Context: an optimization exercise on an open-source flow, tuned for small area and a short achievable clock period. The choices shown serve that exercise and are no tape-out recipe. RTL that was checked went through simulation tests only; none was proved equivalent to the original.

==> inputs of run a <==
Design imu_fp, start of the top module:
module imu_fp (
  input  logic        clk,
  input  logic        rst,
  input  logic [31:0] value,
  input  logic [31:0] row,
  output logic [31:0] data
);
==> flow/config.mk <==
export PLATFORM = sky130hd
export DESIGN_NAME = imu_fp
export DESIGN_NICKNAME = imu_fp
export VERILOG_FILES = /design/flow/design.v
export SDC_FILE = /design/flow/constraint.sdc
export NUM_CORES = 4
export LEC_CHECK = 0
export ABC_AREA = 1
export CAP_MARGIN = 20
export CORE_MARGIN = 2
export CORE_UTILIZATION = 40
export SETUP_SLACK_MARGIN = 3
export SLEW_MARGIN = 20
export SYNTH_HIERARCHICAL = 1
==> flow/constraint.sdc <==
create_clock -name core_clock -period 13.0 [get_ports {clk}]
set_input_delay 2.6000 -clock core_clock [delete_from_list [all_inputs] [get_ports {clk}]]
set_output_delay 2.6000 -clock core_clock [all_outputs]
set_load 0.01 [all_outputs]
run.sh (not shown) runs the stock make flow with config.mk's settings and CLKGATE_MAP_FILE= SYNTH_SCRIPT=/design/flow/synth_recipe.tcl, a recipe that flattens the netlist after the stock synthesis.
==> inputs of run b, as changes to run a <==
==> flow/config.mk (replaced) <==
export PLATFORM = sky130hd
export DESIGN_NAME = imu_fp
export DESIGN_NICKNAME = imu_fp
export VERILOG_FILES = /design/flow/design.v
export SDC_FILE = /design/flow/constraint.sdc
export NUM_CORES = 4
export LEC_CHECK = 0
export ABC_AREA = 1
export CAP_MARGIN = 20
export CORE_MARGIN = 2
export CORE_UTILIZATION = 60
export SETUP_SLACK_MARGIN = 5
export SLEW_MARGIN = 20
export SYNTH_HIERARCHICAL = 1
==> inputs of run c, as changes to run a <==
--- a/flow/design.v
+++ b/flow/design.v
@@ -20,17 +20,17 @@
   logic [24:0] pp10;
   logic [24:0] pp11;
   logic [23:0] pp12;
   logic [47:0] ta, tb;
   logic [24:0] hx;
   logic [23:0] hy, ux, uy, ug, upp, u0, u1;
   logic [22:0] lg, lp;
   logic [21:0] lo_or;
-  logic        m23, m22, mz;
+  logic        cin22, mz;
   logic s1;
   logic c2;
   logic s3;
   logic c4;
   logic s5;
   logic c6;
   logic s7;
   logic c8;
@@ -839,22 +839,16 @@
   logic lg811;
   logic lp812;
   logic lg813;
   logic lp814;
   logic lg815;
   logic lp816;
   logic lg817;
   logic lp818;
-  logic lg819;
-  logic lp820;
-  logic lg821;
-  logic lp822;
-  logic lg823;
-  logic lp824;
   assign xb = {1'b1, value[22:0]};
   assign yb = {1'b1, row[22:0]};
   assign one[0] = yb[0];
   assign two[0] = yb[1] & ~yb[0];
   assign neg[0] = yb[1];
   assign pp0[0] = ((one[0] & xb[0])) ^ neg[0];
   assign pp0[1] = ((one[0] & xb[1]) | (two[0] & xb[0])) ^ neg[0];
   assign pp0[2] = ((one[0] & xb[2]) | (two[0] & xb[1])) ^ neg[0];
@@ -1891,86 +1885,78 @@
   assign lg763 = lg[14] | (lp[14] & lg741);
   assign lp764 = lp[14] & lp742;
   assign lg765 = lg743 | (lp744 & lg741);
   assign lp766 = lp744 & lp742;
   assign lg767 = lg[18] | (lp[18] & lg745);
   assign lp768 = lp[18] & lp746;
   assign lg769 = lg747 | (lp748 & lg745);
   assign lp770 = lp748 & lp746;
-  assign lg771 = lg[22] | (lp[22] & lg749);
-  assign lp772 = lp[22] & lp750;
-  assign lg773 = lg[4] | (lp[4] & lg753);
-  assign lp774 = lp[4] & lp754;
-  assign lg775 = lg733 | (lp734 & lg753);
-  assign lp776 = lp734 & lp754;
-  assign lg777 = lg755 | (lp756 & lg753);
-  assign lp778 = lp756 & lp754;
-  assign lg779 = lg757 | (lp758 & lg753);
-  assign lp780 = lp758 & lp754;
-  assign lg781 = lg[12] | (lp[12] & lg761);
-  assign lp782 = lp[12] & lp762;
-  assign lg783 = lg741 | (lp742 & lg761);
-  assign lp784 = lp742 & lp762;
-  assign lg785 = lg763 | (lp764 & lg761);
-  assign lp786 = lp764 & lp762;
-  assign lg787 = lg765 | (lp766 & lg761);
-  assign lp788 = lp766 & lp762;
-  assign lg789 = lg[20] | (lp[20] & lg769);
-  assign lp790 = lp[20] & lp770;
-  assign lg791 = lg749 | (lp750 & lg769);
-  assign lp792 = lp750 & lp770;
-  assign lg793 = lg771 | (lp772 & lg769);
-  assign lp794 = lp772 & lp770;
-  assign lg795 = lg[8] | (lp[8] & lg779);
-  assign lp796 = lp[8] & lp780;
-  assign lg797 = lg737 | (lp738 & lg779);
-  assign lp798 = lp738 & lp780;
-  assign lg799 = lg759 | (lp760 & lg779);
-  assign lp800 = lp760 & lp780;
-  assign lg801 = lg761 | (lp762 & lg779);
-  assign lp802 = lp762 & lp780;
-  assign lg803 = lg781 | (lp782 & lg779);
-  assign lp804 = lp782 & lp780;
-  assign lg805 = lg783 | (lp784 & lg779);
-  assign lp806 = lp784 & lp780;
-  assign lg807 = lg785 | (lp786 & lg779);
-  assign lp808 = lp786 & lp780;
-  assign lg809 = lg787 | (lp788 & lg779);
-  assign lp810 = lp788 & lp780;
-  assign lg811 = lg[16] | (lp[16] & lg809);
-  assign lp812 = lp[16] & lp810;
-  assign lg813 = lg745 | (lp746 & lg809);
-  assign lp814 = lp746 & lp810;
-  assign lg815 = lg767 | (lp768 & lg809);
-  assign lp816 = lp768 & lp810;
-  assign lg817 = lg769 | (lp770 & lg809);
-  assign lp818 = lp770 & lp810;
-  assign lg819 = lg789 | (lp790 & lg809);
-  assign lp820 = lp790 & lp810;
-  assign lg821 = lg791 | (lp792 & lg809);
-  assign lp822 = lp792 & lp810;
-  assign lg823 = lg793 | (lp794 & lg809);
-  assign lp824 = lp794 & lp810;
-  assign m23 = lg823;
-  assign m22 = lp[22] ^ lg821;
+  assign lg771 = lg[4] | (lp[4] & lg753);
+  assign lp772 = lp[4] & lp754;
+  assign lg773 = lg733 | (lp734 & lg753);
+  assign lp774 = lp734 & lp754;
+  assign lg775 = lg755 | (lp756 & lg753);
+  assign lp776 = lp756 & lp754;
+  assign lg777 = lg757 | (lp758 & lg753);
+  assign lp778 = lp758 & lp754;
+  assign lg779 = lg[12] | (lp[12] & lg761);
+  assign lp780 = lp[12] & lp762;
+  assign lg781 = lg741 | (lp742 & lg761);
+  assign lp782 = lp742 & lp762;
+  assign lg783 = lg763 | (lp764 & lg761);
+  assign lp784 = lp764 & lp762;
+  assign lg785 = lg765 | (lp766 & lg761);
+  assign lp786 = lp766 & lp762;
+  assign lg787 = lg[20] | (lp[20] & lg769);
+  assign lp788 = lp[20] & lp770;
+  assign lg789 = lg749 | (lp750 & lg769);
+  assign lp790 = lp750 & lp770;
+  assign lg791 = lg[8] | (lp[8] & lg777);
+  assign lp792 = lp[8] & lp778;
+  assign lg793 = lg737 | (lp738 & lg777);
+  assign lp794 = lp738 & lp778;
+  assign lg795 = lg759 | (lp760 & lg777);
+  assign lp796 = lp760 & lp778;
+  assign lg797 = lg761 | (lp762 & lg777);
+  assign lp798 = lp762 & lp778;
+  assign lg799 = lg779 | (lp780 & lg777);
+  assign lp800 = lp780 & lp778;
+  assign lg801 = lg781 | (lp782 & lg777);
+  assign lp802 = lp782 & lp778;
+  assign lg803 = lg783 | (lp784 & lg777);
+  assign lp804 = lp784 & lp778;
+  assign lg805 = lg785 | (lp786 & lg777);
+  assign lp806 = lp786 & lp778;
+  assign lg807 = lg[16] | (lp[16] & lg805);
+  assign lp808 = lp[16] & lp806;
+  assign lg809 = lg745 | (lp746 & lg805);
+  assign lp810 = lp746 & lp806;
+  assign lg811 = lg767 | (lp768 & lg805);
+  assign lp812 = lp768 & lp806;
+  assign lg813 = lg769 | (lp770 & lg805);
+  assign lp814 = lp770 & lp806;
+  assign lg815 = lg787 | (lp788 & lg805);
+  assign lp816 = lp788 & lp806;
+  assign lg817 = lg789 | (lp790 & lg805);
+  assign lp818 = lp790 & lp806;
+  assign cin22 = lg817;
   assign lo_or = ta[21:0] | tb[21:0];
   assign mz = &(lp[21:0] ~^ {lo_or[20:0], 1'b0});
-  logic       p23, cq, cr, q23, tie_q, tie_r, hi;
-  logic [2:0] tq, tr;
+  logic       p23, g22, p22, cq, cr, q23, tie_q, tie_r, hi;
   logic [23:0] uq, ur;
   logic [22:0] frac;
   assign p23   = hx[0];
-  assign tq    = {1'b0, p23, 1'b0} + {1'b0, m23, m22} + 3'd1;
-  assign tr    = {1'b0, p23, 1'b0} + {1'b0, m23, m22} + 3'd2;
-  assign cq    = tq[2];
-  assign cr    = tr[2];
-  assign q23   = tq[1];
-  assign tie_q = ~tq[0] & mz;
-  assign tie_r = (tr[1:0] == 2'b00) & mz;
+  assign g22   = lg[22];
+  assign p22   = lp[22];
+  assign cq    = cin22 ? (p23 | g22) : (p23 & (g22 | p22));
+  assign cr    = p23 | g22 | (p22 & cin22);
+  assign q23   = p23 ^ g22 ^ (p22 | cin22);
+  assign tie_q = (p22 ^ cin22) & mz;
+  assign tie_r = ~(p22 ^ cin22) & (p23 ^ (g22 | (p22 & cin22))) & mz;
   assign uq    = cq ? u1 : u0;
   assign ur    = cr ? u1 : u0;
   assign hi    = uq[23];
   assign frac  = hi ? {ur[22:1], ur[0] & ~tie_r} : {uq[21:0], q23 & ~tie_q};
   logic        sgn, a_nan, b_nan, a_inf, b_inf, a_zero, b_zero;
   logic        nan, inf_in, zero_in, ovf0, ovf1, unf0, unf1, ovf, unf, norm, big;
   logic [8:0]  es;
   logic [7:0]  e0, e1, ex;
==> flow/flow/run.sh (new file) <==
#!/bin/bash
# The standard layout (the standard.sh, unchanged), with the port
# buffers that global placement inserts made plain buffers (buf_2) instead of
# the library's default pick, a delay cell.
set -euo pipefail
export BUFFER_PORTS_ARGS="-buffer_cell sky130_fd_sc_hd__buf_2"
bash standard.sh finish > standard_flow.log 2>&1
==> flow/standard.sh (new file) <==
#!/bin/bash
# synth_recipe.tcl (not shown) runs the flow's synth.tcl, then flattens the netlist and writes it again
# the make line also repeats each setting of config.mk as NAME=value (left out here)
make -C /OpenROAD-flow-scripts/flow DESIGN_CONFIG=/design/flow/config.mk WORK_HOME=/design/flow/orfs CLKGATE_MAP_FILE= SYNTH_SCRIPT=/design/flow/synth_recipe.tcl "${@:-finish}"
==> flow/config.mk (replaced) <==
export PLATFORM = sky130hd
export DESIGN_NAME = imu_fp
export DESIGN_NICKNAME = imu_fp
export VERILOG_FILES = /design/flow/design.v
export SDC_FILE = /design/flow/constraint.sdc
export NUM_CORES = 4
export LEC_CHECK = 0
export ABC_AREA = 1
export CAP_MARGIN = 20
export CORE_MARGIN = 2
export CORE_UTILIZATION = 60
export SETUP_SLACK_MARGIN = 3
export SLEW_MARGIN = 20
export SYNTH_HIERARCHICAL = 1
removed: flow/run.sh
==> inputs of run d, as changes to run a <==
==> flow/config.mk (replaced) <==
export PLATFORM = sky130hd
export DESIGN_NAME = imu_fp
export DESIGN_NICKNAME = imu_fp
export VERILOG_FILES = /design/flow/design.v
export SDC_FILE = /design/flow/constraint.sdc
export NUM_CORES = 4
export LEC_CHECK = 0
export ABC_AREA = 1
export CAP_MARGIN = 20
export CORE_MARGIN = 2
export CORE_UTILIZATION = 60
export SETUP_SLACK_MARGIN = 4
export SLEW_MARGIN = 20
export SYNTH_HIERARCHICAL = 1
==> results_dict.tcl <==
set metrics [dict create \
    via_per_inst 6.15 \
    seq_share 0.0365 \
    cts_setup_buffers 0 \
    multi_input_area_share 0.843 \
    cp_common_cell "nand2_1" \
    cp_num_cells 32 \
    signal_buffers 129 \
    grt_pass1_vias 15100 \
    grt.met1_usage 0.479 \
    outcome "no timing/DRC/antenna violations" \
    nWellTaps 378 \
    yosysTopAreaCellShare 0.310 \
]
# the run above: run c

==> results_dict.tcl <==
set metrics [dict create \
    outcome "no timing/DRC/antenna violations" \
    layout.nets 2624 \
    cts_setup_buffers 30 \
    nWellTaps 372 \
    signal_buffers 199 \
    gp_congestion 0.932 \
    yosysTopAreaCellShare 0.313 \
    multi_input_area_sq_mm 0.0156 \
    multi_input_area_share 0.789 \
    via_per_inst 6.27 \
    seq_share 0.0324 \
    grt.met1_usage 0.482 \
    synth_simple_gate_area_share 0.156 \
    cp_num_cells 29 \
    cp_common_cell "fa_1" \
]
# the run above: run d

==> results_dict.tcl <==
set metrics [dict create \
    cp_num_cells 32 \
    signal_buffers 219 \
    synth_fa_ha_area_frac 0.422 \
    nWellTaps 372 \
    yosysTopAreaCellShare 0.313 \
    drv_cap 0 \
    grt_pass1_vias 17300 \
    seq_share 0.0307 \
    multi_input_area_share 0.775 \
    die_x_microns 170 \
    grt.met1_usage 0.533 \
    cts_setup_buffers 72 \
    outcome "no timing/DRC/antenna violations" \
    multi_input_gates 1714 \
]
# the run above: run b

==> results_dict.tcl <==
set metrics [dict create \
    synth_cell_types 47 \
    yosysTopAreaCellShare 0.313 \
    multi_input_area_share 0.808 \
    outcome "no timing/DRC/antenna violations" \
    seq_share 0.0352 \
    overflow 0 \
    cp_common_cell "fa_1" \
    cts_setup_buffers 0 \
    hold_violations 0 \
    cp_num_cells 31 \
    nWellTaps 532 \
]
# the run above: run a

Function not checked in run a, run b and run d: the RTL went through the layout flow alone.

-- afterwards: timing with drivers on the ports --
In the flow no input, the clock included, has a driving cell. The finished layouts below were timed again as built, in two steps.
Step 1: set_driving_cell puts a clkbuf_16 on clk and a buf_2 on each other input, an assumption about the parent block.
Step 2 times the ports against the registers' clock, not the clock port: input delays grow and output delays shrink by t, the midpoint of the rising clock arrivals with the driver on.
Slacks: ideal / step 1 / step 2; pairs: ideal / step 1.
run | shift t [ns] | setup slack, ns | latest minus earliest clock arrival (ns)
run a | 0.326 | 3.301 / 3.314 / 2.988 | 0.010 / 0.010
run b | 0.321 | 4.322 / 4.320 / 3.999 | 0.010 / 0.010
run c | 0.311 | 3.376 / 3.356 / 3.045 | 0.010 / 0.009
run d | 0.328 | 4.136 / 4.157 / 3.829 | 0.006 / 0.006
After both steps every run listed still meets setup and hold. For run c, which loses most, drivers alone change the setup slack by -0.020 ns; drivers and shift together by -0.331 ns.
